What follows belongs to an exercise in optimizing a design on an open flow for small area; a production flow would make more cautious choices. In this exercise RTL edits were held to simulation tests only and were not proved equivalent to the original. No activity file was given, so power comes from the tool's default toggle rates. The flow treats the clock pin as an ideal source, which a real chip does not have.

`flow/run.sh`:
```
#!/bin/bash
# synth_recipe.tcl (not shown) runs the flow's synth.tcl, then flattens the netlist and writes it again
# the make line also repeats each setting of config.mk as NAME=value (left out here)
make -C /OpenROAD-flow-scripts/flow DESIGN_CONFIG=/design/flow/config.mk WORK_HOME=/design/flow/orfs CLKGATE_MAP_FILE= SYNTH_SCRIPT=/design/flow/synth_recipe.tcl finish
```
`flow/config.mk`:
```
export PLATFORM = sky130hd
export DESIGN_NAME = l2_data_array_nway
export DESIGN_NICKNAME = l2_data_array_nway
export VERILOG_FILES = /design/flow/design.v
export SDC_FILE = /design/flow/constraint.sdc
export NUM_CORES = 8
export LEC_CHECK = 0
export CAP_MARGIN = 20
export CORE_MARGIN = 2
export CORE_UTILIZATION = 40
export PLACE_DENSITY = 0.6
export SLEW_MARGIN = 20
```
`flow/constraint.sdc`:
```
create_clock -name core_clock -period 5.0 [get_ports {clk}]
set_input_delay 1.0000 -clock core_clock [delete_from_list [all_inputs] [get_ports {clk}]]
set_output_delay 1.0000 -clock core_clock [all_outputs]
set_load 0.01 [all_outputs]
```
`flow/design.v`:
```
package l2_pkg;
    typedef enum logic {INIT, IDLE} l2_state_t;
    localparam int unsigned default_s_offset = 5;
    localparam int unsigned default_s_index  = 3;
    localparam int unsigned default_num_ways = 2;
    function automatic int unsigned way_bits(int unsigned n);
        way_bits = (n > 1) ? $clog2(n) : 1;
    endfunction
endpackage
module l2_data_way
#(
    parameter int unsigned s_offset = l2_pkg::default_s_offset,
    parameter int unsigned s_index  = l2_pkg::default_s_index,
    localparam int unsigned s_mask  = 1 << s_offset,
    localparam int unsigned s_line  = 8 * s_mask,
    localparam int unsigned num_sets = 1 << s_index
) (
    input  logic               clk,
    input  logic               clear,
    input  logic [s_index-1:0] clear_index,
    input  logic               write,
    input  logic [s_index-1:0] index,
    input  logic [s_mask-1:0]  write_en,
    input  logic [s_line-1:0]  datain,
    output logic [s_line-1:0]  dataout
);
    (* ramstyle = "logic" *) logic [s_line-1:0] data [num_sets];
    always_ff @(posedge clk) begin
        if (clear) begin
            data[clear_index] <= '0;
        end else if (write) begin
            for (int unsigned b = 0; b < s_mask; b++) begin
                if (write_en[b]) begin
                    data[index][8*b +: 8] <= datain[8*b +: 8];
                end
            end
        end
    end
    assign dataout = data[index];
endmodule
module l2_data_array_nway
#(
    parameter int unsigned s_offset = l2_pkg::default_s_offset,
    parameter int unsigned s_index  = l2_pkg::default_s_index,
    parameter int unsigned num_ways = l2_pkg::default_num_ways,
    localparam int unsigned s_way   = l2_pkg::way_bits(num_ways),
    localparam int unsigned s_mask  = 1 << s_offset,
    localparam int unsigned s_line  = 8 * s_mask
) (
    input  logic               clk,
    input  logic               rst,
    input  logic               read,
    input  logic               write,
    input  logic [s_way-1:0]   way,
    input  logic [s_index-1:0] index,
    input  logic [s_mask-1:0]  write_en,
    input  logic [s_line-1:0]  datain,
    output logic [s_line-1:0]  dataout,
    output logic               resp,
    output logic               ready
);
    localparam int unsigned num_sets = 1 << s_index;
    l2_pkg::l2_state_t          state;
    logic [s_index-1:0] counter;
    logic               init_done;
    logic               rvalid;
    logic [s_line-1:0]  rdata;
    logic [s_line-1:0]   way_data [num_ways];
    logic [num_ways-1:0] way_write;
    logic                clear;
    logic                way_valid;
    logic                accept_read;
    logic                accept_write;
    logic [s_line-1:0]   stored;
    logic [s_line-1:0]   forwarded;
    assign clear = (state == l2_pkg::INIT) && !rst;
    always_comb begin
        way_valid = 1'b0;
        stored    = '0;
        way_write = '0;
        for (int unsigned w = 0; w < num_ways; w++) begin
            if (32'(way) == w) begin
                way_valid = 1'b1;
                stored    = way_data[w];
            end
        end
        accept_read  = (state == l2_pkg::IDLE) && read;
        accept_write = (state == l2_pkg::IDLE) && write && way_valid;
        for (int unsigned w = 0; w < num_ways; w++) begin
            way_write[w] = accept_write && (32'(way) == w);
        end
        forwarded = stored;
        if (accept_write) begin
            for (int unsigned b = 0; b < s_mask; b++) begin
                if (write_en[b]) begin
                    forwarded[8*b +: 8] = datain[8*b +: 8];
                end
            end
        end
    end
    for (genvar g = 0; g < num_ways; g++) begin : gen_way
        l2_data_way #(
            .s_offset (s_offset),
            .s_index  (s_index)
        ) u_way (
            .clk         (clk),
            .clear       (clear),
            .clear_index (counter),
            .write       (way_write[g]),
            .index       (index),
            .write_en    (write_en),
            .datain      (datain),
            .dataout     (way_data[g])
        );
    end
    always_ff @(posedge clk) begin
        if (rst) begin
            state     <= l2_pkg::INIT;
            counter   <= '0;
            init_done <= 1'b0;
            rvalid    <= 1'b0;
            rdata     <= '0;
        end else begin
            unique case (state)
                l2_pkg::INIT: begin
                    rvalid  <= 1'b0;
                    counter <= counter + 1'b1;
                    if (counter == s_index'(num_sets - 1)) begin
                        state     <= l2_pkg::IDLE;
                        init_done <= 1'b1;
                        counter   <= '0;
                    end
                end
                l2_pkg::IDLE: begin
                    rvalid <= accept_read;
                    if (accept_read) begin
                        rdata <= forwarded;
                    end
                end
                default: begin
                    state <= l2_pkg::INIT;
                end
            endcase
        end
    end
    assign dataout = rdata;
    assign resp    = rvalid;
    assign ready   = init_done;
endmodule
```
==> results of run 1 <==
[cell usage in the layout, fill, tap and decap left out, drive strengths merged, types with 14 or more instances in the layout]
cell / n
mux2: 231
clkbuf: 547
nor2: 611
o22ai: 38
o2111a: 14
dfxtp: 262
and2: 516
inv: 23
mux2i: 170
nand3b: 19
a21oi: 220
diode: 29
clkinv: 166
mux4: 987
bufinv: 46
and3: 32
nand2: 301
o22a: 25
a21boi: 26
edfxtp: 4096
a22oi: 189
clkdlybuf4s50: 547
clkinvlp: 34
buf: 531
a221o: 75
o21ai: 57
a222oi: 100
a211oi: 15
o221ai: 19
[power breakdown]
part | leakage [nW] | switching (mW) | total, mW | internal (mW)
clock | 7.04 | 14.3 | 33.3 | 19.0
combinational | 18.7 | 2.70 | 4.36 | 1.66
sequential | 45.0 | 0.177 | 40.4 | 40.2
total | 70.8 | 17.1 | 78.1 | 60.9
[Yosys cell counts, drive strengths merged (25+ instances only)]
library cell and n:
a222oi 100, nor2 611, a221o 75, mux2 231, dfxtp 262, o22ai 38
o21ai 57, mux2i 170, clkbuf 265, a21boi 26, nand2 301, a22oi 189
a21oi 220, edfxtp 4096, and3 32, buf 259, and2 516, o22a 25
mux4 987
[through the flow]
step	utilization (%)	worst slack, ns	instances
floorplan	-	1.909	8594
global placement	43.83	-0.3126	14810
finish	47.30	0.9248	15650
global route	47.29	0.8312	15640
CTS	47.28	0.7678	15630
detailed placement	43.83	-0.2956	14810
[cell families after synthesis]
logic type               share of synthesized area (%)
multiplexers                                     15.59
AO/OA/AOI/OAI                                    3.427
buffers and inverters                            1.350
adder cells (fa/ha/maj)                        0.01470
flip-flops                                       75.35
AND/OR/NAND/NOR                                  4.268
[worst reg2reg max path, cell delays in order (launching register included)]
cell	delay, ns
dfxtp_1	0.32
buf_4	0.23
nand2_1	0.32
nor2_4	0.22
a21boi_4	0.26
buf_4	0.26
mux2i_4	0.62
buf_4	0.45
buf_4	0.34
nor2_1	0.11
buf_4	0.20
[final cells by class]
cell class / instances / area share [%]
Clock inverter: 267 / 1.457
Timing Repair Buffer: 1078 / 5.204
Tap cell: 5663 / 3.535
Antenna cell: 29 / 0.03621
Clock buffer: 547 / 5.825
Inverter: 2 / 0.004994
Sequential cell: 4358 / 63.99
Multi-Input combinational cell: 3710 / 19.95
[worst min-delay path by stage]
stage	endpoint	cells after the start	startpoint	slack, ns
3_3_place_gp	rdata[13]	2	rdata[13]	0.46
3_5_place_dp	rdata[13]	2	rdata[13]	0.47
6_report	state	2	rst	0.35
5_1_grt	counter[0]	2	rst	0.30
4_1_cts	state	2	rst	0.26
2_1_floorplan	rdata[13]	2	rdata[13]	0.48
[registers in the layout, indices dropped and copies added, names as in the netlist]
register            flops
rdata                 256
counter                 3
state                   1
rvalid                  1
init_done               1
gen_way.u_way.data   4096
[per-layer routing]
metal	part of all wire (%)	wire, um	global-route usage (%)	up-vias
li1	-	-	-	37200
met1	39	195000	30.40	48200
met2	48	245400	37.46	4557
met3	8.5	42890	4.310	893
met4	4.5	22820	9.922	12
met5	0.012	63	0	-
==> out/qor.csv, run 1 <==
stage;metric;value;unit
floorplan;initial_core_util;40.17;%
critical_path;r2r-end;gen_way[0].u_way.data[6][131];
timing;max_freq;0.2454;GHz
critical_path;start_kind;input port;
critical_path;crit_chain;clkdlybuf4s50_1, nor4_1, and4_1, buf_12, a21boi_4, buf_12, mux2i_4, buf_4, buf_12, nor2_1, buf_4;
synthesis;yosysSeqAreaShare;75.35;%
timing;fin_crit;4.075;ns
clocking;post_cts_resized;0;
clocking;clockBufferDepth;4;
routing;drc_errors;0;
clocking;htree_num_levels;5;
clocking;cts_setup_buffers;0;
grt;grt_pass1_wl;708.2;mm
clocking;cts_tree;done;
critical_path;reg2regPathDepth;10;
power;powerDensity;389.5;nW/um^2
critical_path;worstPathBufferInverterCount;6;
synthesis;ys_warn_count;3;
worst_hold_path;hold_class;input port to flip-flop;
layout;layout-drive-gt1-share;24.50;%
layout;design_area;200400;um^2
routing;drt_iter0_drc;10970;
synthesis;synthCells;8594;
synthesis;ys_types;46;
critical_path;critPathTopFamily;buffers and inverters;
power;p_leak;70.82;nW
routing;postRouteAntennaNets;0;
grt;grt_start_max_net_pins;137;
timing;setup_viol;0;
critical_path;crit_path_max_incr_delay;0.81;ns
grt;antenna_found_initial;56;
timing;tightest_slew;1.148;ns
critical_path;crit_required;5.70;ns
clocking;cts_buffers;437;
timing;hold_viol_final;0;
timing;min_period_over_period;81.50;%
synthesis;netlist_area;170200;um^2
critical_path;critical_path.slowest_cell;mux2i_4;
routing;routed_wl;506.2;mm
timing;finClkSkew;0.06896;ns
floorplan;fp.dieArea;430700;um^2
timing;rsz0062_at_grt;false;
floorplan;rows;239;
layout;syn2layout_area_growth;17.76;%
clocking;clock_sinks;4358;
routing;avgRoutedWirePerCell;32.34;um
critical_path;r2r-start;state;
critical_path;reg2reg_slack;1.43;ns
synthesis;ys.flop_type;edfxtp_1;
timing;fin_hold_ws;0.3494;ns
layout;regArea;128200;um^2
placement;dpl.hpwl;338.7;mm
placement;io_buffers;553;
critical_path;cp.depth;11;
clocking;path_clk_slew;0.06;ns
floorplan;pin_count;554;
floorplan;fp.dieH;656.3;um
grt;grt_use_total;23.03;%
synthesis;syn_nets;8892;
power;ir_drop;0.3415;mV
clocking;clock_latency;1.01;ns
grt;grt_pass1_vias;92240;
layout;multiInputGateArea;39980;um^2
routing;drt-pass1-iter-count;9;
synthesis;synth_area_leader_cell;edfxtp_1;
job;cap_violations;0;
critical_path;crit_start;write_en[8];
grt;grt-ovfl-total;0;
timing;final.setup.tns;0;ns
placement;placed_cell_area;185700;um^2
layout;nNetsFinal;9885;
critical_path;cp_max_fo;8;
routing;routed-via-count;90860;
critical_path;endpoint;gen_way[1].u_way.data[4][59];
placement;routabilityCongestion;0.8647;
power;power;78.07;mW
timing;finalMaxSlewViolations;0;
synthesis;syn_avg_cell_area;19.80;um^2
clocking;cts_root_buf;clkbuf_16;
critical_path;cp.arrival;4.78;ns
critical_path;worstSetupEndpointType;flip-flop;
synthesis;synth-edff-count;4096;
floorplan;die_w;656.3;um
critical_path;crit_type;input port to flip-flop;
timing;slew_headroom;21.85;%
outcome;status;complete, no violations;
synthesis;ys_ff_latch;4358;
synthesis;synth_top_area_share;72.27;%
critical_path;cpMostUsedCell;buf_12;
layout;fillers;34850;
synthesis;async_reset_ff_share;0;%
routing;avgViaCountPerCell;5.804;
synthesis;synth_area_leaders;edfxtp_1, mux4_2, dfxtp_1;
clocking;cts_hold_buffers;0;
floorplan;core;423700;um^2
==> run 2, diff against run 1 <==
==> flow/design.v (replaced) <==
package l2_pkg;
    typedef enum logic {INIT, IDLE} l2_state_t;
    localparam int unsigned default_s_offset = 5;
    localparam int unsigned default_s_index  = 3;
    localparam int unsigned default_num_ways = 2;
    function automatic int unsigned way_bits(int unsigned n);
        way_bits = (n > 1) ? $clog2(n) : 1;
    endfunction
endpackage
module l2_data_way (
    input  logic qn0,
    input  logic sn0,
    input  logic qn1,
    input  logic sn1,
    output logic y
);
    assign y = ~((qn0 | sn0) & (qn1 | sn1));
endmodule
module l2_or8 (
    input  logic [7:0] a,
    output logic       y
);
    assign y = ~(~(a[0] | a[1] | a[2] | a[3]) & ~(a[4] | a[5] | a[6] | a[7]));
endmodule
module l2_nor2 (
    input  logic a,
    input  logic b,
    output logic y
);
    assign y = ~(a | b);
endmodule
module l2_nand2 (
    input  logic a,
    input  logic b,
    output logic y
);
    assign y = ~(a & b);
endmodule
module l2_data_array_nway
#(
    parameter int unsigned s_offset = l2_pkg::default_s_offset,
    parameter int unsigned s_index  = l2_pkg::default_s_index,
    parameter int unsigned num_ways = l2_pkg::default_num_ways,
    localparam int unsigned s_way   = l2_pkg::way_bits(num_ways),
    localparam int unsigned s_mask  = 1 << s_offset,
    localparam int unsigned s_line  = 8 * s_mask
) (
    input  logic               clk,
    input  logic               rst,
    input  logic               read,
    input  logic               write,
    input  logic [s_way-1:0]   way,
    input  logic [s_index-1:0] index,
    input  logic [s_mask-1:0]  write_en,
    input  logic [s_line-1:0]  datain,
    output logic [s_line-1:0]  dataout,
    output logic               resp,
    output logic               ready
);
    localparam int unsigned num_sets  = 1 << s_index;
    localparam int unsigned num_lines = ((num_ways * num_sets + 7) / 8) * 8;
    localparam int unsigned num_pairs = num_lines / 2;
    logic                       init_done;
    logic                       rvalid;
    logic [s_way+s_index-1:0]   raddr;
    logic [s_line-1:0]          data_n [num_lines];
    logic [s_line-1:0]          datain_n;
    logic [num_lines-1:0]       line_n;      
    logic [s_mask-1:0]          byte_n;      
    logic [s_mask-1:0]          byte_we [num_lines];
    logic [num_lines-1:0]       rsel_n;
    logic                       accept;
    logic                       rst_n;
    assign accept = init_done && !rst;
    assign rst_n  = !rst;
    always_comb begin
        for (int unsigned l = 0; l < num_lines; l++) begin
            line_n[l] = !(rst || (accept && write && l < num_ways * num_sets &&
                                  32'({way, index}) == l));
            rsel_n[l] = !(l < num_ways * num_sets && 32'(raddr) == l);
        end
        for (int unsigned b = 0; b < s_mask; b++) begin
            byte_n[b] = !(rst || write_en[b]);
        end
    end
    for (genvar i = 0; i < s_line; i++) begin : gen_din
        l2_nand2 u_din (.a(datain[i]), .b(rst_n), .y(datain_n[i]));
    end
    for (genvar l = 0; l < num_lines; l++) begin : gen_line
        for (genvar b = 0; b < s_mask; b++) begin : gen_byte
            l2_nor2 u_we (.a(line_n[l]), .b(byte_n[b]), .y(byte_we[l][b]));
            always_ff @(posedge clk) begin
                if (byte_we[l][b]) begin
                    data_n[l][8*b +: 8] <= datain_n[8*b +: 8];
                end
            end
        end
    end
    for (genvar i = 0; i < s_line; i++) begin : gen_rd
        logic [num_pairs-1:0] pair;
        for (genvar p = 0; p < num_pairs; p++) begin : gen_pair
            l2_data_way u_pair (
                .qn0 (data_n[2*p][i]),
                .sn0 (rsel_n[2*p]),
                .qn1 (data_n[2*p+1][i]),
                .sn1 (rsel_n[2*p+1]),
                .y   (pair[p])
            );
        end
        if (num_pairs == 8) begin : gen_or8
            l2_or8 u_or (.a(pair), .y(dataout[i]));
        end else begin : gen_orn
            assign dataout[i] = |pair;
        end
    end
    always_ff @(posedge clk) begin
        init_done <= !rst;
        rvalid    <= accept && read;
        raddr     <= {way, index};
    end
    assign resp  = rvalid;
    assign ready = init_done;
endmodule
--- a/flow/config.mk
+++ b/flow/config.mk
@@ -10,3 +10,4 @@
 export CORE_UTILIZATION = 40
 export PLACE_DENSITY = 0.6
 export SLEW_MARGIN = 20
+export SYNTH_HIERARCHICAL = 1
==> out/qor.csv, run 2 <==
stage;metric;value;unit;change
timing;finClkSkew;0.04259;ns;-0.02637 ns
synthesis;synth_top_area_share;85.74;%;+13 points
critical_path;crit_start;raddr[0];;
layout;fillers;29160;;-16%
synthesis;async_reset_ff_share;0;%;unchanged
synthesis;syn_nets;8074;;-9.2%
synthesis;synthCells;7778;;-9.5%
timing;max_freq;0.2023;GHz;-18%
routing;drc_errors;0;;unchanged
placement;io_buffers;553;;unchanged
synthesis;yosysSeqAreaShare;85.83;%;+10 points
clocking;clock_latency;0.97;ns;-0.04 ns
timing;hold_viol_final;0;;unchanged
grt;grt_use_total;22.80;%;-0.23 points
synthesis;syn_avg_cell_area;18.44;um^2;-6.9%
job;cap_violations;0;;unchanged
layout;largest-register;data_n;;
critical_path;critical_path.slowest_cell;clkdlybuf4s50_1;;
critical_path;cp.arrival;3.94;ns;-0.84 ns
clocking;clockBufferDepth;4;;unchanged
placement;placed_cells;13520;;-8.7%
critical_path;worstSetupEndpointType;output port;;
power;power;75.67;mW;-3.1%
timing;rsz0062_at_grt;true;;
critical_path;reg2reg_slack;1.70;ns;+0.27 ns
layout;layout_common_cells;edfxtp_1, o22ai_1, clkdlybuf4s50_1;;
power;ir_drop;0.3095;mV;-9.4%
clocking;cts_root_buf;clkbuf_16;;
grt;antenna_found_initial;18;;-68%
grt;grt-ovfl-total;0;;unchanged
layout;layout_commonest_cell;edfxtp_1;;
floorplan;fp.dieH;602.9;um;-8.1%
critical_path;r2r-end;data_n[5][30];;
worst_hold_path;hold_class;input port to flip-flop;;
layout;nNetsFinal;9484;;-4.1%
layout;layout-drive-gt1-share;12.23;%;-12 points
grt;grt_pass1_vias;83500;;-9.5%
routing;avgViaCountPerCell;5.973;;+2.9%
clocking;path_clk_slew;0.06;ns;about the same
synthesis;ys.flop_type;edfxtp_1;;
layout;syn2layout_area_growth;20.83;%;
critical_path;crit_path_max_incr_delay;0.52;ns;-0.29 ns
routing;drt-pass1-iter-count;8;;-1
worst_hold_path;min-delay-start;read;;
power;p_leak;56.07;nW;-21%
floorplan;rows;219;;-8.4%
critical_path;r2r-start;init_done;;
synthesis;ys_warn_count;10;;+7
layout;stdcell_count;14270;;-8.8%
routing;routed-via-count;85240;;-6.2%
grt;grt_pass1_wl;600.5;mm;-15%
synthesis;synth-edff-count;4096;;unchanged
routing;drt_iter0_drc;9521;;-13%
floorplan;core;356500;um^2;-16%
synthesis;ys_types;24;;-48%
critical_path;crit_type;flip-flop to output port;;
placement;dpl.hpwl;271.6;mm;-20%
critical_path;reg2regPathDepth;4;;-6
synthesis;ys_ff_latch;4102;;-5.9%
synthesis;synth_area_leader_cell;edfxtp_1;;
floorplan;pin_count;554;;unchanged
layout;reg.largest.list;data_n (4096), raddr (4);;
critical_path;start_kind;flip-flop;;
routing;postRouteAntennaNets;0;;unchanged
floorplan;initial_core_util;40.24;%;+0.074 points
floorplan;fp.dieArea;363400;um^2;-16%
synthesis;yosys.cell_count.top_type;edfxtp_1;;
synthesis;synth_common_cells;edfxtp_1, o22ai_1, nor2_1;;
layout;largest_register_ffs;4096;;unchanged
critical_path;crit_required;4.00;ns;-1.70 ns
timing;min_period_over_period;98.84;%;+17 points
timing;setup_viol;0;;unchanged
clocking;cts_tree;done;;
power;powerDensity;436.6;nW/um^2;+12%
synthesis;synth_area_leaders;edfxtp_1, o22ai_1, nor4_1;;
outcome;status;complete, no violations;;
timing;slew_headroom;22.33;%;+0.48 points
timing;finalMaxSlewViolations;0;;unchanged
placement;routabilityCongestion;0.8388;;-3.0%
timing;fin_crit;4.942;ns;+0.8669 ns
routing;routed_wl;427.0;mm;-16%
timing;tightest_slew;1.161;ns;+0.01307 ns
critical_path;cp_max_fo;54;;+46
clocking;htree_num_levels;5;;unchanged
clocking;cts_buffers;404;;-7.6%
synthesis;netlist_area;143500;um^2;-16%
routing;avgRoutedWirePerCell;29.92;um;-7.5%
critical_path;crit_chain;nor2b_1, buf_4, nand2_4, buf_16, buf_4, o22ai_1, nor4_1, nand2_1, clkdlybuf4s50_1;;
grt;grt_start_max_net_pins;95;;-31%
critical_path;cpMostUsedCell;buf_4;;
clocking;clock_sinks;4102;;-5.9%
floorplan;die_w;602.9;um;-8.1%
critical_path;endpoint;dataout[147];;
-- run 2: changes by cell type in the layout (fill, tap and decap cells not counted), moves of 213 or more --
cell,before,now
a21oi_1,219,0
mux4_2,987,0
nor4_1,10,447
dfxtp_1,262,2
nand2_1,298,511
mux2_2,231,0
and2_1,512,0
o22ai_1,38,2048
-- run 2: power by group --
part	leakage [nW]	switching, mW	total (mW)	internal, mW
logic	12.1	3.70	5.35	1.65
clock network	6.25	12.8	29.4	16.7
registers	37.8	0.539	40.9	40.3
total	56.1	17.0	75.7	58.7
-- run 2: cell type report --
type	count	area (um^2)	area share [%]
Antenna cell	7	17.52	0.01011
Clock buffer	495	10540	6.079
Clock inverter	236	2290	1.321
Inverter	1	11.26	0.006497
Multi-Input combinational cell	3665	21170	12.21
Sequential cell	4102	123100	71.04
Tap cell	4751	5944	3.430
Timing Repair Buffer	1014	10240	5.906
-- run 2: cells by family after synthesis --
kind of cell           Yosys count  synth area share (%)
flip-flops                    4102                 85.83
AO/OA/AOI/OAI                 2064                 9.008
AND/OR/NAND/NOR               1600                 5.119
buffers and inverters           12               0.04622
-- run 2: what timing repair did --
| action | 4_1_cts | 5_1_grt |
|---|---|---|
| setup endpoints to repair | 253 | 33 |
| cloned | 2 | 0 |
| pin swaps | 1 | 1 |
| hold buffers | 0 | 0 |
| buffers inserted | 9 | 0 |
| resized for setup | 59 | 35 |
-- run 2: stage by stage --
step / TNS, ns / setup WS, ns / util, % / cell area, um^2 / hold slack (ns)
global route: -0.007496 / -0.005455 / 48.62 / 173300 / 0.6655
detailed placement: 0 / 0.4007 / 44.81 / 159700 / 0.6971
CTS: 0 / 0.001702 / 48.54 / 173000 / 0.6033
floorplan: -6679.18 / -3.227 / - / 143500 / 0.5420
finish: 0 / 0.05795 / 48.62 / 173300 / 0.6765
global placement: 0 / 0.5289 / 44.78 / 159600 / 0.6938
-- run 2: worst min path at each step --
stage | endpoint | slack, ns | depth (start not counted)
after floorplan | rvalid | 0.54 | 1
after global placement | rvalid | 0.69 | 1
after detailed placement | rvalid | 0.70 | 1
after CTS | rvalid | 0.60 | 2
after global routing | rvalid | 0.67 | 2
final | rvalid | 0.68 | 2
-- run 2: critical path: cells and delay by family, from the launching register on --
family | cells | cell delay (ns)
buffers and inverters | 4 | 1.31
AOI/OAI and AO/OA | 1 | 0.11
DFF | 1 | 0.47
and+or+nand+nor | 4 | 0.98
-- run 2: modules after synthesis, one instance, submodules excluded --
module / cells / flops+latches
l2_nor2: 1 / 0
l2_or8: 3 / 0
l2_nand2: 1 / 0
l2_data_array_nway: 4194 / 4102
l2_data_way: 1 / 0
-- run 2: routing by layer --
metal | routed length [um] | track usage [%] | vias to the layer above
met2 | 202400 | 36.92 | 4260
met3 | 35630 | 3.576 | 725
met5 | 0 | 0 | -
li1 | - | - | 36140
met4 | 18370 | 9.006 | 0
met1 | 170600 | 31.00 | 44120
==> run 3, diff against run 2 <==
--- a/flow/design.v
+++ b/flow/design.v
@@ -62,13 +62,12 @@
     localparam int unsigned num_pairs = num_lines / 2;
     logic                       init_done;
     logic                       rvalid;
-    logic [s_way+s_index-1:0]   raddr;
     logic [s_line-1:0]          data_n [num_lines];
     logic [s_line-1:0]          datain_n;
     logic [num_lines-1:0]       line_n;      
     logic [s_mask-1:0]          byte_n;      
     logic [s_mask-1:0]          byte_we [num_lines];
-    logic [num_lines-1:0]       rsel_n;
+    logic [num_lines-1:0]       rsel_n;      
     logic                       accept;
     logic                       rst_n;
     assign accept = init_done && !rst;
@@ -77,7 +76,6 @@
         for (int unsigned l = 0; l < num_lines; l++) begin
             line_n[l] = !(rst || (accept && write && l < num_ways * num_sets &&
                                   32'({way, index}) == l));
-            rsel_n[l] = !(l < num_ways * num_sets && 32'(raddr) == l);
         end
         for (int unsigned b = 0; b < s_mask; b++) begin
             byte_n[b] = !(rst || write_en[b]);
@@ -116,7 +114,9 @@
     always_ff @(posedge clk) begin
         init_done <= !rst;
         rvalid    <= accept && read;
-        raddr     <= {way, index};
+        for (int unsigned l = 0; l < num_lines; l++) begin
+            rsel_n[l] <= !(l < num_ways * num_sets && 32'({way, index}) == l);
+        end
     end
     assign resp  = rvalid;
     assign ready = init_done;
--- a/flow/config.mk
+++ b/flow/config.mk
@@ -8,6 +8,9 @@
 export CAP_MARGIN = 20
 export CORE_MARGIN = 2
 export CORE_UTILIZATION = 40
+export CTS_BUF_LIST = sky130_fd_sc_hd__clkbuf_16
+export CTS_CLUSTER_DIAMETER = 100
+export CTS_CLUSTER_SIZE = 30
 export PLACE_DENSITY = 0.6
 export SLEW_MARGIN = 20
 export SYNTH_HIERARCHICAL = 1
==> out/qor.csv, run 3 <==
stage;metric;value;unit;change
outcome;status;complete, no violations;;
clocking;htree_num_levels;4;;-1
clocking;cts_tree;done;;
clocking;cts_buffers;166;;-59%
grt;grt-ovfl-total;0;;unchanged
grt;grt_pass1_wl;578.2;mm;-3.7%
synthesis;ys_types;15;;-38%
critical_path;crit_start;rsel_n[12];;
clocking;clockBufferDepth;4;;unchanged
routing;routed-via-count;81020;;-4.9%
synthesis;synthCells;7786;;+0.10%
critical_path;crit_path_max_incr_delay;0.74;ns;+0.22 ns
timing;finClkSkew;0.05412;ns;+0.01153 ns
critical_path;crit_chain;buf_12, o22ai_1, nor4_1, nand2_1, clkdlybuf4s50_1;;
floorplan;die_w;603.2;um;about the same
timing;rsz0062_at_grt;false;;
synthesis;synth_area_leaders;edfxtp_1, o22ai_1, nor4_1;;
timing;slew_headroom;23.39;%;+1.1 points
critical_path;worstSetupEndpointType;output port;;
layout;reg.largest.list;data_n (4096), rsel_n (16);;
synthesis;yosysSeqAreaShare;85.90;%;about the same
routing;avgRoutedWirePerCell;30.68;um;+2.6%
layout;layout-drive-gt1-share;5.499;%;-6.7 points
clocking;path_clk_slew;0.11;ns;+0.05 ns
layout;layout_commonest_cell;edfxtp_1;;
floorplan;fp.dieArea;363800;um^2;+0.11%
placement;dpl.hpwl;270.0;mm;-0.59%
clocking;clock_sinks;4114;;+0.29%
power;powerDensity;381.9;nW/um^2;-13%
critical_path;worstPathBufferInverterCount;2;;-2
timing;finalMaxSlewViolations;0;;unchanged
timing;max_freq;0.2044;GHz;+1.0%
synthesis;synth_common_cells;edfxtp_1, o22ai_1, nor2_1;;
clocking;cts_root_buf;clkbuf_16;;
timing;hold_viol_final;0;;unchanged
floorplan;initial_core_util;40.10;%;-0.14 points
timing;final.setup.tns;0;ns;unchanged
routing;drc_errors;0;;unchanged
grt;grt_pass1_vias;79640;;-4.6%
timing;min_period_over_period;97.85;%;-0.99 points
floorplan;core;358100;um^2;+0.46%
layout;largest_register_ffs;4096;;unchanged
critical_path;start_kind;flip-flop;;
routing;postRouteAntennaNets;0;;unchanged
floorplan;rows;220;;+0.46%
grt;grt_use_total;22.15;%;-0.64 points
layout;nNetsFinal;9025;;-4.8%
power;p_leak;50.71;nW;-9.6%
synthesis;synth_compound_area_share;8.991;%;-0.017 points
synthesis;netlist_area;143600;um^2;+0.11%
critical_path;r2r-end;data_n[11][233];;
synthesis;syn_avg_cell_area;18.45;um^2;about the same
critical_path;cp.depth;5;;-4
synthesis;synth-xor-area-share;0;%;unchanged
critical_path;crit_type;flip-flop to output port;;
critical_path;cp_max_fo;44;;-19%
clocking;cts_hold_buffers;0;;unchanged
power;ir_drop;0.2476;mV;-20%
clocking;clock_latency;0.89;ns;-0.08 ns
synthesis;synth_area_leader_cell;edfxtp_1;;
critical_path;r2r-start;init_done;;
grt;antenna_found_initial;23;;+5
synthesis;synth_top_area_share;85.64;%;-0.098 points
synthesis;ys_ff_latch;4114;;+0.29%
synthesis;ys_warn_count;10;;unchanged
critical_path;reg2regPathDepth;5;;+1
critical_path;cp.arrival;3.89;ns;-0.05 ns
floorplan;fp.dieH;603.2;um;about the same
layout;stdcell_count;13540;;-5.1%
routing;avgViaCountPerCell;5.982;;+0.16%
routing;routed_wl;415.6;mm;-2.7%
synthesis;syn_nets;8082;;+0.099%
critical_path;endpoint;dataout[15];;
grt;grt_start_max_net_pins;123;;+29%
placement;placed_cells;13330;;-1.4%
worst_hold_path;hold_class;flip-flop to flip-flop;;
floorplan;pin_count;554;;unchanged
timing;setup_viol;0;;unchanged
placement;routabilityCongestion;0.8574;;+2.2%
routing;drt-pass1-iter-count;6;;-2
critical_path;crit_required;4.00;ns;about the same
synthesis;async_reset_ff_share;0;%;unchanged
synthesis;ys.flop_type;edfxtp_1;;
synthesis;synth_top_family_by_area;compound AO/OA/AOI/OAI gates;;
layout;syn2layout_area_growth;13.30;%;
synthesis;yosys.cell_count.top_type;edfxtp_1;;
layout;largest-register;data_n;;
critical_path;critical_path.slowest_cell;dfxtp_4;;
timing;tightest_slew;1.145;ns;-0.01588 ns
synthesis;yosys.area_share.simple;5.074;%;-0.045 points
critical_path;reg2reg_slack;1.88;ns;+0.18 ns
job;cap_violations;0;;unchanged
synthesis;synthAdderAreaFrac;0;%;unchanged
critical_path;critPathTopFamily;simple AND/OR/NAND/NOR gates;;
synthesis;synth.area.mux_share;0;%;unchanged
routing;drt_iter0_drc;9137;;-4.0%
timing;fin_crit;4.893;ns;-0.04942 ns
layout;layout_common_cells;edfxtp_1, o22ai_1, clkdlybuf4s50_1;;
synthesis;synth-edff-count;4096;;unchanged
placement;io_buffers;553;;unchanged
==> run 3: cell count changes in the layout (fill, tap and decap cells not counted), moves of 32 or more <==
cell	previous run	this run
nor4_2	64	5
clkinv_2	73	1
nor4_1	447	507
clkbuf_1	87	0
clkbuf_16	408	170
bufinv_16	32	0
buf_4	361	166
clkinv_1	90	0
==> run 3: per-module statistics from Yosys (local to each module, per instance) <==
module              cells inside  cell area (um^2)  flops+latches
l2_data_way                    1             6.256              0
l2_nor2                        1             3.754              0
l2_or8                         3             16.27              0
l2_nand2                       1             3.754              0
l2_data_array_nway          4202            123800           4114
==> run 3: through the flow <==
step	total power, mW	worst slack, ns	area [um^2]	hold WS (ns)	utilization, %
6_report	62.14	0.1074	162700	0.5234	45.44
3_3_place_gp	46.54	0.7582	157900	0.5052	44.10
5_1_grt	63.93	0.002891	162700	0.5497	45.44
2_1_floorplan	43.66	0.3214	143600	0.5339	-
3_5_place_dp	46.74	0.7016	158000	0.4968	44.11
4_1_cts	62.47	0.03786	162600	0.5232	45.41
==> run 3: cell families after synthesis <==
group | after synthesis
compound gates | 2064
buf+inv | 14
flops | 4114
simple gates | 1594
==> run 3: cell type report <==
cell class | instances | area, um^2
Antenna cell | 6 | 15.01
Clock buffer | 170 | 4254
Clock inverter | 34 | 399.1
Fill cell | 30230 | 195400
Inverter | 1 | 7.507
Multi-Input combinational cell | 3658 | 20500
Sequential cell | 4114 | 123400
Tap cell | 4773 | 5972
Timing Repair Buffer | 788 | 8149
==> run 3: timing repair <==
item / CTS / global route
resized for setup: 0 / 6
buffers inserted: 0 / 1
setup endpoints to repair: 0 / 10
==> run 3: power by group <==
part	leakage (nW)	switching [mW]	internal [mW]
sequential	37.9	0.581	40.4
clock	2.30	9.93	6.31
combinational	10.5	3.52	1.43
total	50.7	14.0	48.1
==> run 3: worst min path at each step <==
stage / from / cells past startpoint / endpoint / slack (ns)
final: init_done / 1 / rvalid / 0.52
after global routing: init_done / 1 / rvalid / 0.55
after CTS: init_done / 1 / rvalid / 0.52
after detailed placement: init_done / 1 / rvalid / 0.50
after global placement: init_done / 1 / rvalid / 0.51
after floorplan: init_done / 1 / rvalid / 0.53
==> run 3: metal layers <==
metal / up-vias / GRT usage (%) / share of wire [%]
li1: 34850 / - / -
met1: 42070 / 28.92 / 39
met2: 3593 / 37.81 / 50
met3: 503 / 3.065 / 7.2
met4: 8 / 8.169 / 4.2
met5: - / 0 / 0.012
==> run 4, diff against run 3 <==
==> flow/flow/run.sh (new file) <==
#!/bin/bash
# Own layout flow: the standard ORFS flow (standard.sh, unchanged synthesis,
# floorplan, power grid, placement and routing) with two settings changed:
#  - clock tree synthesis inserts no dummy loads and builds larger sink
#    clusters from clkbuf_16 leaf buffers;
#  - the port buffers that buffer_ports adds are buf_1 instead of the default
#    clock delay buffers.
# The full make output goes to flow_make.log in the work folder; ORFS keeps the
# log of each step under orfs/logs/.
set -euo pipefail
export CTS_ARGS="-sink_clustering_enable -repair_clock_nets -dont_use_dummy_load -buf_list sky130_fd_sc_hd__clkbuf_16 -sink_clustering_size ${CTS_SIZE:-24} -sink_clustering_max_diameter ${CTS_DIAM:-80}"
export BUFFER_PORTS_ARGS="-buffer_cell sky130_fd_sc_hd__buf_1"
bash standard.sh > flow_make.log 2>&1
==> flow/standard.sh (new file) <==
#!/bin/bash
# synth_recipe.tcl (not shown) runs the flow's synth.tcl, then flattens the netlist and writes it again
# the make line also repeats each setting of config.mk as NAME=value (left out here)
make -C /OpenROAD-flow-scripts/flow DESIGN_CONFIG=/design/flow/config.mk WORK_HOME=/design/flow/orfs CLKGATE_MAP_FILE= SYNTH_SCRIPT=/design/flow/synth_recipe.tcl "${@:-finish}"
--- a/flow/config.mk
+++ b/flow/config.mk
@@ -8,9 +8,6 @@
 export CAP_MARGIN = 20
 export CORE_MARGIN = 2
 export CORE_UTILIZATION = 40
-export CTS_BUF_LIST = sky130_fd_sc_hd__clkbuf_16
-export CTS_CLUSTER_DIAMETER = 100
-export CTS_CLUSTER_SIZE = 30
 export PLACE_DENSITY = 0.6
 export SLEW_MARGIN = 20
 export SYNTH_HIERARCHICAL = 1
removed: flow/run.sh
==> out/qor.csv, run 4 <==
stage;metric;value;unit;change
clocking;clockBufferDepth;4;;unchanged
critical_path;cp.arrival;3.67;ns;-0.22 ns
routing;postRouteAntennaNets;0;;unchanged
power;clkPwrFrac;27.5;%;+1.4 points
layout;fillers;30660;;+1.4%
routing;avgViaCountPerCell;6.080;;+1.6%
timing;tightest_slew;1.095;ns;-0.04942 ns
timing;finalWorstSetupSlack;0.3282;ns;+0.2208 ns
critical_path;crit_required;4.00;ns;about the same
critical_path;crit_type;flip-flop to output port;;
synthesis;netlist_area;143600;um^2;unchanged
synthesis;ys_types;15;;unchanged
power;p_seq_share;65.6;%;-0.3 points
layout;nNetsFinal;8996;;-0.32%
synthesis;synth_area_leader_cell;edfxtp_1;;
timing;finalMaxSlewViolations;0;;unchanged
critical_path;cpMostUsedCell;buf_4;;
floorplan;pin_count;554;;unchanged
critical_path;reg2reg_slack;1.91;ns;+0.03 ns
floorplan;fp.dieArea;363800;um^2;unchanged
critical_path;crit_path_max_incr_delay;0.75;ns;about the same
floorplan;die_w;603.2;um;unchanged
power;powerDensity;393.6;nW/um^2;+3.1%
outcome;status;complete, no violations;;
worst_hold_path;min_to;rvalid;;
routing;drc_errors;0;;unchanged
layout;layout_common_cells;edfxtp_1, o22ai_1, buf_1;;
timing;slew_headroom;26.89;%;+3.5 points
grt;antenna_found_initial;28;;+22%
synthesis;yosysSeqAreaShare;85.90;%;unchanged
synthesis;syn_avg_cell_area;18.45;um^2;unchanged
clocking;cts_setup_buffers;0;;unchanged
floorplan;fp.dieH;603.2;um;unchanged
placement;dpl.hpwl;280.6;mm;+3.9%
critical_path;cp_max_fo;35;;-20%
placement;dp_slack;1.052;ns;+0.3509 ns
power;ir_drop;0.3067;mV;+24%
synthesis;synth_top_area_share;85.64;%;unchanged
critical_path;crit_chain;buf_4, buf_4, o22ai_1, nor4_1, nand2_1, buf_1;;
grt;grt_pass1_wl;595.4;mm;+3.0%
synthesis;synth-edff-count;4096;;unchanged
clocking;clock_latency;0.93;ns;+0.04 ns
synthesis;syn_nets;8082;;unchanged
critical_path;r2r-end;data_n[8][169];;
synthesis;synth_common_cells;edfxtp_1, o22ai_1, nor2_1;;
power;comb_power_share;7.0;%;-1.0 points
layout;regArea;123400;um^2;unchanged
job;cap_violations;0;;unchanged
power;power.net_switching;14.07;mW;+0.31%
synthesis;synth_area_leaders;edfxtp_1, o22ai_1, nor4_1;;
synthesis;yosys.cell_count.top_type;edfxtp_1;;
synthesis;async_reset_ff_share;0;%;unchanged
floorplan;initial_core_util;40.10;%;unchanged
critical_path;r2r-start;init_done;;
synthesis;synthCells;7786;;unchanged
timing;min_period_over_period;93.44;%;-4.4 points
timing;hold_viol_final;0;;unchanged
layout;reg.largest.list;data_n (4096), rsel_n (16);;
layout;multiInputGateArea;20500;um^2;about the same
grt;grt-ovfl-total;0;;unchanged
timing;finClkSkew;0.09382;ns;+0.03970 ns
placement;routabilityCongestion;0.8646;;+0.84%
routing;routed_wl;427.0;mm;+2.8%
clocking;cts_tree;done;;
timing;final.setup.tns;0;ns;unchanged
clocking;htree_num_levels;4;;unchanged
power;p_int;48.48;mW;+0.77%
routing;avgRoutedWirePerCell;31.66;um;+3.2%
worst_hold_path;whs_path_depth;2;;+1
floorplan;rows;220;;unchanged
placement;io_buffers;553;;unchanged
layout;layout-drive-gt1-share;4.909;%;-0.59 points
clocking;post_cts_resized;0;;unchanged
clocking;path_clk_slew;0.08;ns;-0.03 ns
timing;max_freq;0.2141;GHz;+4.7%
timing;setup_viol;0;;unchanged
routing;drt_iter0_drc;10420;;+14%
critical_path;worstSetupEndpointType;output port;;
clocking;cts_hold_buffers;0;;unchanged
layout;syn2layout_area_growth;10.68;%;
critical_path;reg2regPathDepth;4;;-1
critical_path;start_kind;flip-flop;;
power;p_leak;49.01;nW;-3.4%
synthesis;ys_warn_count;10;;unchanged
power;switching_share;22.50;%;-0.080 points
synthesis;ys.flop_type;edfxtp_1;;
grt;grt_use_total;22.85;%;+0.70 points
routing;routed-via-count;82010;;+1.2%
layout;largest_register_ffs;4096;;unchanged
routing;drt-pass1-iter-count;6;;unchanged
worst_hold_path;hold_class;input port to flip-flop;;
critical_path;critical_path.slowest_cell;dfxtp_4;;
clocking;clock_sinks;4114;;unchanged
timing;rsz0062_at_grt;false;;
layout;largest-register;data_n;;
clocking;cts_root_buf;clkbuf_16;;
synthesis;ys_ff_latch;4114;;unchanged
floorplan;core;358100;um^2;unchanged
timing;fin_crit;4.672;ns;-0.2208 ns
worst_hold_path;min-delay-start;read;;
layout;layout_commonest_cell;edfxtp_1;;
clocking;cts_buffers;204;;+23%
grt;grt_pass1_vias;80180;;+0.68%
grt;grt_start_max_net_pins;80;;-35%
## run 4: area by class of cell
cell class | instances | share of cell area, %
Multi-Input combinational cell | 3658 | 12.89
Antenna cell | 17 | 0.02676
Tap cell | 4773 | 3.757
Clock buffer | 204 | 3.212
Sequential cell | 4114 | 77.65
Timing Repair Buffer | 721 | 2.456
Inverter | 1 | 0.004723
## run 4: kinds of logic (layout without fill, tap and decap cells)
| group | Yosys count | count (layout) | share of synthesized area [%] |
|---|---|---|---|
| DFF | 4114 | 4114 | 85.90 |
| AOI/OAI and AO/OA | 2064 | 2064 | 8.991 |
| and+or+nand+nor | 1594 | 1594 | 5.074 |
| buffers and inverters | 14 | 926 | 0.03920 |
| other | 0 | 17 | 0 |
## run 4: worst max-delay path by stage
stage                          start        endpoint  slack, ns  cells past startpoint
after global placement      index[1]  data_n[6][176]       1.07                      5
final                     rsel_n[12]    dataout[179]       0.33                      6
after detailed placement    index[1]  data_n[2][169]       1.05                      5
after CTS                  rsel_n[3]    dataout[187]       0.24                      6
after floorplan                  rst    data_n[0][0]       0.32                      3
after global routing       rsel_n[3]    dataout[187]       0.21                      6
## run 4: power groups by stage
stage / sequential (mW) / combinational, mW / clock, mW
6_report: 41.0 / 4.37 / 17.2
5_1_grt: 41.2 / 4.63 / 18.5
4_1_cts: 41.0 / 4.42 / 17.4
3_5_place_dp: 41.8 / 4.42 / 0
3_3_place_gp: 41.7 / 4.32 / 0
2_1_floorplan: 41.7 / 1.98 / 0
## run 4: metrics by stage
stage	instances	util, %	instance area, um^2	hold slack, ns	power, mW
after floorplan	7786	-	143600	0.5339	43.66
after global placement	13270	42.94	153800	0.5239	46.05
after detailed placement	13270	42.94	153800	0.5266	46.22
after CTS	13470	44.37	158900	0.2103	62.89
after global routing	13480	44.38	158900	0.2727	64.37
final	13490	44.38	158900	0.3034	62.56
## run 4: layer usage
metal | up-vias | wire (um) | track usage (%)
met1 | 42410 | 161100 | 29.61
met3 | 629 | 33730 | 3.002
li1 | 34810 | - | -
met5 | - | 100 | 0
met2 | 4146 | 211900 | 38.77
met4 | 16 | 20210 | 9.782
## run 4: per-module statistics from Yosys (local to each module, per instance)
module	copies in the design	area, um^2	cells	flip-flops and latches
l2_data_array_nway	1	123800	4202	4114
l2_data_way	2048	6.256	1	0
l2_nand2	256	3.754	1	0
l2_nor2	512	3.754	1	0
l2_or8	256	16.27	3	0
## run 4: critical path, delay by kind of cell (launching register included)
family                 cells  cell delay, ns
buffers and inverters      3            1.02
flip-flops                 1            0.75
AND/OR/NAND/NOR            2            0.74
AO/OA/AOI/OAI              1            0.16
==> run 5, diff against run 4 <==
--- a/flow/flow/run.sh
+++ b/flow/flow/run.sh
@@ -8,6 +8,6 @@
 # The full make output goes to flow_make.log in the work folder; ORFS keeps the
 # log of each step under orfs/logs/.
 set -euo pipefail
-export CTS_ARGS="-sink_clustering_enable -repair_clock_nets -dont_use_dummy_load -buf_list sky130_fd_sc_hd__clkbuf_16 -sink_clustering_size ${CTS_SIZE:-24} -sink_clustering_max_diameter ${CTS_DIAM:-80}"
+export CTS_ARGS="-sink_clustering_enable -repair_clock_nets -dont_use_dummy_load -buf_list sky130_fd_sc_hd__clkbuf_16 -sink_clustering_size ${CTS_SIZE:-30} -sink_clustering_max_diameter ${CTS_DIAM:-100}"
 export BUFFER_PORTS_ARGS="-buffer_cell sky130_fd_sc_hd__buf_1"
 bash standard.sh > flow_make.log 2>&1
==> out/qor.csv, run 5 <==
stage;metric;value;unit;change
layout;largest-register;data_n;;
layout;nNetsFinal;8955;;-0.46%
critical_path;reg2regPathDepth;4;;unchanged
timing;fin_crit;4.709;ns;+0.03739 ns
layout;postLayoutCoreUtil;44.09;%;-0.29 points
placement;routabilityCongestion;0.8646;;unchanged
synthesis;synth_area_leader_cell;edfxtp_1;;
timing;tightest_slew;1.107;ns;+0.01118 ns
outcome;status;complete, no violations;;
critical_path;cp_max_fo;35;;unchanged
routing;routed-via-count;81710;;-0.36%
routing;postRouteAntennaNets;0;;unchanged
synthesis;yosysSeqAreaShare;85.90;%;unchanged
critical_path;start_kind;flip-flop;;
critical_path;crit_chain;buf_4, buf_4, o22ai_1, nor4_1, nand2_1, buf_1;;
timing;final.setup.tns;0;ns;unchanged
synthesis;synth_top_area_share;85.64;%;unchanged
critical_path;critPathTopFamily;buffers and inverters;;
timing;finalMaxSlewViolations;0;;unchanged
timing;slew_headroom;26.15;%;-0.75 points
timing;max_freq;0.2124;GHz;-0.79%
synthesis;synth_common_cells;edfxtp_1, o22ai_1, nor2_1;;
routing;avgViaCountPerCell;6.078;;about the same
synthesis;synth_area_leaders;edfxtp_1, o22ai_1, nor4_1;;
floorplan;pin_count;554;;unchanged
synthesis;ys.flop_type;edfxtp_1;;
critical_path;critical_path.slowest_cell;dfxtp_4;;
synthesis;syn_nets;8082;;unchanged
worst_hold_path;hold_class;input port to flip-flop;;
clocking;post_cts_resized;0;;unchanged
routing;drc_errors;0;;unchanged
worst_hold_path;min-delay-start;read;;
critical_path;crit_path_max_incr_delay;0.75;ns;about the same
layout;layout_common_cells;edfxtp_1, o22ai_1, buf_1;;
synthesis;ys_warn_count;10;;unchanged
grt;antenna_found_initial;27;;-3.6%
critical_path;worstPathBufferInverterCount;3;;unchanged
critical_path;crit_type;flip-flop to output port;;
critical_path;crit_required;4.00;ns;about the same
critical_path;worstSetupEndpointType;output port;;
clocking;clock_latency;0.92;ns;about the same
floorplan;fp.dieH;603.2;um;unchanged
critical_path;r2r-end;data_n[8][172];;
clocking;cts_setup_buffers;0;;unchanged
power;p_leak;48.50;nW;-1.0%
clocking;cts_tree;done;;
critical_path;cp.arrival;3.71;ns;+0.04 ns
layout;layout-drive-gt1-share;4.459;%;-0.45 points
clocking;clockBufferDepth;4;;unchanged
grt;grt-ovfl-total;0;;unchanged
synthesis;syn_avg_cell_area;18.45;um^2;unchanged
synthesis;yosys.cell_count.top_type;edfxtp_1;;
layout;largest_register_ffs;4096;;unchanged
clocking;cts_root_buf;clkbuf_16;;
timing;rsz0062_at_grt;false;;
routing;drt-pass1-iter-count;6;;unchanged
synthesis;ys_types;15;;unchanged
clocking;cts_hold_buffers;0;;unchanged
power;powerDensity;385.9;nW/um^2;-2.0%
synthesis;synthCells;7786;;unchanged
worst_hold_path;min_to;rvalid;;
layout;reg.largest.list;data_n (4096), rsel_n (16);;
floorplan;core;358100;um^2;unchanged
layout;syn2layout_area_growth;9.954;%;
placement;dpl.hpwl;280.6;mm;unchanged
synthesis;synth-edff-count;4096;;unchanged
routing;avgRoutedWirePerCell;31.72;um;+0.19%
placement;placed_cell_area;153800;um^2;unchanged
routing;routed_wl;426.4;mm;-0.14%
placement;io_buffers;553;;unchanged
timing;setup_viol;0;;unchanged
timing;finClkSkew;0.1029;ns;+0.009027 ns
floorplan;rows;220;;unchanged
grt;grt_start_max_net_pins;80;;unchanged
synthesis;async_reset_ff_share;0;%;unchanged
worst_hold_path;whs_path_depth;2;;unchanged
clocking;clock_sinks;4114;;unchanged
timing;min_period_over_period;94.18;%;+0.75 points
job;cap_violations;0;;unchanged
grt;grt_pass1_vias;79840;;-0.42%
layout;design_area;157900;um^2;-0.65%
clocking;path_clk_slew;0.11;ns;+0.03 ns
floorplan;initial_core_util;40.10;%;unchanged
floorplan;die_w;603.2;um;unchanged
grt;grt_pass1_wl;593.5;mm;-0.33%
clocking;htree_num_levels;4;;unchanged
routing;drt_iter0_drc;10700;;+2.7%
power;ir_drop;0.2614;mV;-15%
critical_path;reg2reg_slack;1.88;ns;-0.03 ns
floorplan;fp.dieArea;363800;um^2;unchanged
critical_path;r2r-start;init_done;;
synthesis;netlist_area;143600;um^2;unchanged
synthesis;ys_ff_latch;4114;;unchanged
timing;hold_viol_final;0;;unchanged
layout;layout_commonest_cell;edfxtp_1;;
clocking;cts_buffers;163;;-20%
grt;grt_use_total;22.79;%;-0.063 points
critical_path;cpMostUsedCell;buf_4;;
==> run 5: cell types whose count changed in the layout (fill, tap and decap cells not counted) <==
cell,before,now
diode_2,17,13
clkbuf_16,204,163
==> run 5: worst register-to-register path: stages, from the launching register on <==
cell and delay (ns):
dfxtp_1 0.38, and3b_2 0.77, a31oi_4 0.43, buf_4 0.46
nor2_1 0.67
==> run 5: through the flow <==
| stage | std cells | worst slack (ns) | total power [mW] | hold slack [ns] |
|---|---|---|---|---|
| after global routing | 13440 | 0.1987 | 62.67 | 0.2618 |
| final | 13440 | 0.2908 | 60.93 | 0.3063 |
| after floorplan | 7786 | 0.3214 | 43.66 | 0.5339 |
| after detailed placement | 13270 | 1.052 | 46.22 | 0.5266 |
| after CTS | 13430 | 0.2259 | 61.21 | 0.2221 |
| after global placement | 13270 | 1.072 | 46.05 | 0.5239 |
==> run 5: how the worst max path moves through the flow <==
| stage | end | from | cells past startpoint | slack, ns |
|---|---|---|---|---|
| after global placement | data_n[6][176] | index[1] | 5 | 1.07 |
| after CTS | dataout[179] | rsel_n[12] | 6 | 0.23 |
| after global routing | dataout[187] | rsel_n[3] | 6 | 0.20 |
| final | dataout[179] | rsel_n[12] | 6 | 0.29 |
| after detailed placement | data_n[2][169] | index[1] | 5 | 1.05 |
| after floorplan | data_n[0][0] | rst | 3 | 0.32 |
==> run 5: per-layer routing <==
| metal | share of wire (%) | global-route usage (%) | vias to the layer above | wire, um |
|---|---|---|---|---|
| met2 | 50 | 38.74 | 4103 | 212100 |
| met3 | 7.8 | 2.893 | 575 | 33280 |
| met5 | 0.027 | 0 | - | 116 |
| met1 | 38 | 29.60 | 42300 | 161400 |
| li1 | - | - | 34720 | - |
| met4 | 4.6 | 9.557 | 16 | 19550 |
==> run 5: cell type report <==
cell class | instances | area [um^2]
multi-input cells | 3658 | 20500
fillers | 30760 | 200200
well taps | 4773 | 5972
inverters | 1 | 7.507
clock buffers | 163 | 4079
flip-flops and latches | 4114 | 123400
diodes | 13 | 32.53
repair buffers | 721 | 3904
==> run 5: cell families after synthesis <==
family	Yosys count	synth area share, %
compound gates	2064	8.991
buf+inv	14	0.03920
flops	4114	85.90
simple gates	1594	5.074
==> run 5: per-module statistics from Yosys, one instance, submodules excluded <==
module	times used	cells inside	cell area, um^2
l2_data_way	2048	1	6.256
l2_nor2	512	1	3.754
l2_data_array_nway	1	4202	123800
l2_nand2	256	1	3.754
l2_or8	256	3	16.27
==> run 5: power breakdown <==
group          switching, mW  total [mW]  leakage [nW]  internal (mW)
Clock                   9.65        15.6          2.01           5.90
Combinational           3.53        4.37          8.63          0.840
Sequential             0.630        41.0          37.9           40.4
Total                   13.8        60.9          48.5           47.1
==> run 6, diff against run 5 <==
--- a/flow/design.v
+++ b/flow/design.v
@@ -8,13 +8,13 @@
     endfunction
 endpackage
 module l2_data_way (
-    input  logic qn0,
-    input  logic sn0,
-    input  logic qn1,
-    input  logic sn1,
+    input  logic a0,
+    input  logic b0,
+    input  logic a1,
+    input  logic b1,
     output logic y
 );
-    assign y = ~((qn0 | sn0) & (qn1 | sn1));
+    assign y = ~((a0 | b0) & (a1 | b1));
 endmodule
 module l2_or8 (
     input  logic [7:0] a,
@@ -35,6 +35,13 @@
     output logic y
 );
     assign y = ~(a & b);
+endmodule
+module l2_xnor2 (
+    input  logic a,
+    input  logic b,
+    output logic y
+);
+    assign y = ~(a ^ b);
 endmodule
 module l2_data_array_nway
 #(
@@ -62,58 +69,72 @@
     localparam int unsigned num_pairs = num_lines / 2;
     logic                       init_done;
     logic                       rvalid;
-    logic [s_line-1:0]          data_n [num_lines];
-    logic [s_line-1:0]          datain_n;
+    logic                       phase;
+    logic [s_line-1:0]          bits [num_lines];
+    logic [s_line-1:0]          bits_next [num_lines];
+    logic [s_line-1:0]          datain_x;    
+    logic [s_line-1:0]          wdata;       
+    logic [num_lines-1:0]       line_keep;   
     logic [num_lines-1:0]       line_n;      
     logic [s_mask-1:0]          byte_n;      
-    logic [s_mask-1:0]          byte_we [num_lines];
+    logic [s_mask-1:0]          byte_load [num_lines];
     logic [num_lines-1:0]       rsel_n;      
+    logic [s_line-1:0]          rdata_n;     
     logic                       accept;
-    logic                       rst_n;
     assign accept = init_done && !rst;
-    assign rst_n  = !rst;
     always_comb begin
         for (int unsigned l = 0; l < num_lines; l++) begin
-            line_n[l] = !(rst || (accept && write && l < num_ways * num_sets &&
-                                  32'({way, index}) == l));
+            line_keep[l] = !(accept && write && l < num_ways * num_sets &&
+                             32'({way, index}) == l);
+            line_n[l]    = line_keep[l] && !rst;
         end
         for (int unsigned b = 0; b < s_mask; b++) begin
             byte_n[b] = !(rst || write_en[b]);
         end
     end
     for (genvar i = 0; i < s_line; i++) begin : gen_din
-        l2_nand2 u_din (.a(datain[i]), .b(rst_n), .y(datain_n[i]));
+        l2_xnor2 u_x (.a(datain[i]), .b(phase), .y(datain_x[i]));
+        l2_nand2 u_w (.a(write_en[i/8]), .b(datain_x[i]), .y(wdata[i]));
     end
     for (genvar l = 0; l < num_lines; l++) begin : gen_line
         for (genvar b = 0; b < s_mask; b++) begin : gen_byte
-            l2_nor2 u_we (.a(line_n[l]), .b(byte_n[b]), .y(byte_we[l][b]));
-            always_ff @(posedge clk) begin
-                if (byte_we[l][b]) begin
-                    data_n[l][8*b +: 8] <= datain_n[8*b +: 8];
-                end
+            l2_nor2 u_ld (.a(line_n[l]), .b(byte_n[b]), .y(byte_load[l][b]));
+            for (genvar k = 0; k < 8; k++) begin : gen_bit
+                l2_data_way u_bit (
+                    .a0 (bits[l][8*b+k]),
+                    .b0 (byte_load[l][b]),
+                    .a1 (wdata[8*b+k]),
+                    .b1 (line_keep[l]),
+                    .y  (bits_next[l][8*b+k])
+                );
             end
+        end
+        always_ff @(posedge clk) begin
+            bits[l] <= bits_next[l];
         end
     end
     for (genvar i = 0; i < s_line; i++) begin : gen_rd
         logic [num_pairs-1:0] pair;
         for (genvar p = 0; p < num_pairs; p++) begin : gen_pair
             l2_data_way u_pair (
-                .qn0 (data_n[2*p][i]),
-                .sn0 (rsel_n[2*p]),
-                .qn1 (data_n[2*p+1][i]),
-                .sn1 (rsel_n[2*p+1]),
-                .y   (pair[p])
+                .a0 (bits[2*p][i]),
+                .b0 (rsel_n[2*p]),
+                .a1 (bits[2*p+1][i]),
+                .b1 (rsel_n[2*p+1]),
+                .y  (pair[p])
             );
         end
         if (num_pairs == 8) begin : gen_or8
-            l2_or8 u_or (.a(pair), .y(dataout[i]));
+            l2_or8 u_or (.a(pair), .y(rdata_n[i]));
         end else begin : gen_orn
-            assign dataout[i] = |pair;
+            assign rdata_n[i] = |pair;
         end
+        l2_xnor2 u_ph (.a(rdata_n[i]), .b(phase), .y(dataout[i]));
     end
     always_ff @(posedge clk) begin
         init_done <= !rst;
         rvalid    <= accept && read;
+        phase     <= !rst && !phase;
         for (int unsigned l = 0; l < num_lines; l++) begin
             rsel_n[l] <= !(l < num_ways * num_sets && 32'({way, index}) == l);
         end
--- a/flow/config.mk
+++ b/flow/config.mk
@@ -7,7 +7,7 @@
 export LEC_CHECK = 0
 export CAP_MARGIN = 20
 export CORE_MARGIN = 2
-export CORE_UTILIZATION = 40
-export PLACE_DENSITY = 0.6
+export CORE_UTILIZATION = 65
+export PLACE_DENSITY = 0.8
 export SLEW_MARGIN = 20
 export SYNTH_HIERARCHICAL = 1
==> out/qor.csv, run 6 <==
stage;metric;value;unit;change
outcome;status;failed layout checks;;
outcome;failed_checks;negative setup slack;;
synthesis;syn_avg_cell_area;10.70;um^2;-42%
grt;grt-ovfl-total;0;;unchanged
floorplan;initial_core_util;65.56;%;+25 points
critical_path;r2r-end;bits[5][98];;
worst_hold_path;min_to;rvalid;;
synthesis;synthCells;12420;;+59%
layout;layout_common_cells;o22ai_1, dfxtp_1, buf_1;;
layout;reg.largest.list;bits (4096), rsel_n (16);;
power;ir_drop;0.4223;mV;+62%
timing;hold_viol_final;0;;unchanged
floorplan;pin_count;554;;unchanged
timing;fin_hold_ws;0.3406;ns;+0.03429 ns
synthesis;yosysSeqAreaShare;61.98;%;-24 points
clocking;cts_root_buf;clkbuf_16;;
critical_path;critPathTopFamily;flip-flops;;
floorplan;core;202700;um^2;-43%
synthesis;yosys.area_share.simple;5.549;%;+0.47 points
synthesis;ys_warn_count;11;;+1
placement;placed_cells;15850;;+19%
routing;routed_wl;475.9;mm;+12%
layout;largest_register_ffs;4096;;unchanged
synthesis;ys.flop_type;dfxtp_1;;
synthesis;syn_nets;12710;;+57%
timing;finClkSkew;0.03908;ns;-0.06377 ns
layout;stdcell_count;16020;;+19%
placement;dpl.hpwl;287.7;mm;+2.5%
floorplan;die_w;456.2;um;-24%
power;power.net_switching;17.48;mW;+26%
worst_hold_path;hold_class;input port to flip-flop;;
critical_path;reg2reg_slack;1.60;ns;-0.28 ns
critical_path;start_kind;flip-flop;;
routing;routed-via-count;125200;;+53%
layout;postLayoutCoreUtil;71.58;%;+27 points
layout;largest-register;bits;;
layout;fillers;14560;;-53%
timing;finalMaxSlewViolations;0;;unchanged
synthesis;synth_top_family_by_area;compound AO/OA/AOI/OAI gates;;
layout;layout-drive-gt1-share;3.278;%;-1.2 points
clocking;cts_buffers;155;;-4.9%
power;p_int;45.74;mW;-2.9%
placement;routabilityCongestion;0.9547;;+10%
placement;io_buffers;553;;unchanged
synthesis;synth-xor-area-share;3.374;%;+3.4 points
critical_path;crit_path_max_incr_delay;0.94;ns;+0.19 ns
critical_path;cp.depth;6;;unchanged
critical_path;crit_chain;buf_12, o22ai_1, nor4_1, nand2_1, xnor2_1, buf_1;;
layout;syn2layout_area_growth;9.191;%;
grt;grt_pass1_vias;120300;;+51%
critical_path;reg2regPathDepth;4;;unchanged
power;comb_power_share;14.6;%;+7.4 points
clocking;clock_sinks;4115;;+0.024%
worst_hold_path;whs_path_depth;2;;unchanged
floorplan;fp.dieH;456.2;um;-24%
power;switching_share;27.64;%;+5.0 points
routing;drt-pass1-iter-count;15;;+9
power;clkPwrFrac;24.1;%;-1.4 points
synthesis;async_reset_ff_share;0;%;unchanged
clocking;cts_hold_buffers;0;;unchanged
grt;antenna_found_initial;29;;+7.4%
clocking;clock_latency;0.89;ns;-0.03 ns
synthesis;synth_compound_area_share;29.02;%;+20 points
synthesis;synth_common_cells;o22ai_1, dfxtp_1, nor2_1;;
clocking;htree_num_levels;4;;unchanged
critical_path;critical_path.slowest_cell;dfxtp_4;;
routing;drt_iter0_drc;17650;;+65%
worst_hold_path;min-delay-start;read;;
critical_path;worstPathBufferInverterCount;2;;-1
synthesis;ys_types;21;;+6
clocking;path_clk_slew;0.12;ns;about the same
routing;drc_errors;0;;unchanged
job;cap_violations;0;;unchanged
grt;grt_pass1_wl;711.5;mm;+20%
critical_path;cp_max_fo;80;;+130%
power;p_seq_share;61.3;%;-6.0 points
grt;grt_start_max_net_pins;199;;+150%
timing;finalWorstSetupSlack;-0.03406;ns;-0.3249 ns
routing;avgRoutedWirePerCell;29.70;um;-6.4%
synthesis;ys_ff_latch;4115;;+0.024%
timing;min_period_over_period;100.7;%;+6.5 points
synthesis;synth_top_area_share;61.98;%;-24 points
critical_path;r2r-start;phase;;
synthesis;synth-edff-count;0;;-100%
synthesis;synthAdderAreaFrac;0;%;unchanged
power;powerDensity;435.6;nW/um^2;+13%
power;p_leak;51.99;nW;+7.2%
layout;layout_commonest_cell;o22ai_1;;
clocking;post_cts_resized;0;;unchanged
timing;tightest_slew;1.378;ns;+0.2716 ns
timing;setup_viol;3;;+3
timing;max_freq;0.1986;GHz;-6.5%
critical_path;crit_required;4.00;ns;about the same
timing;slew_headroom;8.117;%;-18 points
synthesis;synth_area_leader_cell;dfxtp_1;;
synthesis;netlist_area;132900;um^2;-7.5%
grt;grt_use_total;43.31;%;+21 points
floorplan;rows;165;;-25%
critical_path;cp.arrival;4.03;ns;+0.32 ns
clocking;cts_setup_buffers;0;;unchanged
floorplan;fp.dieArea;208100;um^2;-43%
critical_path;worstSetupEndpointType;output port;;
synthesis;synth_area_leaders;dfxtp_1, o22ai_1, xnor2_1;;
synthesis;synth.area.mux_share;0;%;unchanged
clocking;clockBufferDepth;3;;-1
timing;fin_crit;5.034;ns;+0.3249 ns
layout;nNetsFinal;13630;;+52%
timing;final.setup.tns;-0.04987;ns;-0.04987 ns
clocking;cts_tree;done;;
routing;postRouteAntennaNets;0;;unchanged
critical_path;crit_type;flip-flop to output port;;
synthesis;yosys.cell_count.top_type;o22ai_1;;
routing;avgViaCountPerCell;7.814;;+29%
-- run 6: final cells by class --
cell class              count  area (um^2)  share of cell area [%]
flip-flops and latches   4115        82440                   56.81
well taps                2672         3343                   2.304
diodes                     19        47.55                 0.03276
clock buffers             155         3879                   2.673
inverters                   1        3.754                0.002587
repair buffers            777         4557                   3.140
multi-input cells        8282        50850                   35.04
-- run 6: stage by stage --
step	area, um^2	power (mW)	setup WS (ns)
after floorplan	132900	44.91	-3.206
after global placement	141100	47.60	1.107
after detailed placement	141100	48.22	0.9743
after CTS	145000	62.63	0.1826
after global routing	145100	65.01	-0.004178
final	145100	63.22	-0.03406
-- run 6: cells by family (layout without fill, tap and decap cells) --
logic type             Yosys count  after routing
AO/OA/AOI/OAI                 6160           6160
flip-flops                    4115           4115
AND/OR/NAND/NOR               1610           1610
XOR/XNOR                       512            512
buffers and inverters           20            933
other                            0             19
-- run 6: worst max-delay path by stage --
| stage | slack, ns | from | end |
|---|---|---|---|
| after floorplan | -3.21 | rst | bits[11][0] |
| after detailed placement | 0.97 | rst | bits[14][13] |
| after global placement | 1.11 | rst | bits[14][14] |
| after global routing | -0.004 | rsel_n[9] | dataout[223] |
| final | -0.03 | rsel_n[7] | dataout[118] |
| after CTS | 0.18 | rsel_n[9] | dataout[223] |
-- run 6: metal layers --
| layer | wire (um) | GRT usage [%] |
|---|---|---|
| met5 | 260 | 0 |
| met4 | 40800 | 32.50 |
| met2 | 204400 | 64.65 |
| met3 | 60180 | 11.00 |
| met1 | 170200 | 54.22 |
-- run 6: power groups by stage --
stage | Combinational [mW] | Clock, mW | Sequential [mW]
CTS | 8.85 | 15.1 | 38.7
detailed placement | 8.83 | 0 | 39.4
finish | 9.22 | 15.3 | 38.7
global route | 9.65 | 16.2 | 39.1
floorplan | 5.79 | 0 | 39.1
global placement | 8.46 | 0 | 39.1
-- run 6: modules after synthesis, one instance, submodules excluded --
| module | flops+latches | copies in the design |
|---|---|---|
| l2_or8 | 0 | 256 |
| l2_data_array_nway | 4115 | 1 |
| l2_data_way | 0 | 6144 |
| l2_nor2 | 0 | 512 |
| l2_nand2 | 0 | 256 |
| l2_xnor2 | 0 | 512 |
-- run 6: worst reg2reg max path, delay by kind of cell, from the launching register on --
kind                   cells  cell delay [ns]
XOR/XNOR                   1             0.60
AND/OR/NAND/NOR            1             0.72
AO/OA/AOI/OAI              1             0.32
flip-flops                 1             1.04
buffers and inverters      1             0.65

re-timing with driven ports:
Ports are ideal in the flow. The routed layouts listed here were re-timed in OpenROAD. Step 1 (the two cells are an assumption about what drives the block):
set clk [get_ports {clk}]
set_driving_cell -lib_cell sky130_fd_sc_hd__clkbuf_16 $clk
set_driving_cell -lib_cell sky130_fd_sc_hd__buf_2 [delete_from_list [all_inputs] $clk]
Step 2 also shifts input and output timing later by t, the mid clock arrival at the registers, as if the neighbouring blocks saw the same clock. a / b / c = no drivers / after step 1 / after step 2; a / b = the first two.
run | t (ns) | slack for setup (ns) | worst setup path at the end | slew at the worst register clock pin (ns) | cell pins on the clock port's net
run 1 | 1.087 | 0.925 / 1.011 / -0.077 | input to register | 0.07 / 0.07 | 1
run 2 | 1.028 | 0.058 / -0.035 / 0.374 | input to register | 0.07 / 0.07 | 1
run 3 | 0.976 | 0.107 / 0.006 / 0.372 | input to register | 0.12 / 0.12 | 1
run 4 | 0.984 | 0.328 / 0.231 / 0.977 | input to register | 0.10 / 0.10 | 1
run 5 | 0.973 | 0.291 / 0.192 / 0.984 | input to register | 0.11 / 0.11 | 1
run 6 | 0.964 | -0.034 / -0.123 / 0.784 | input to register | 0.12 / 0.12 | 1
Met with ideal ports but missed after step 2: setup timing in run 1. The setup slack of run 1, which loses most, moves by +0.086 ns with the drivers and by -1.002 ns with both steps.
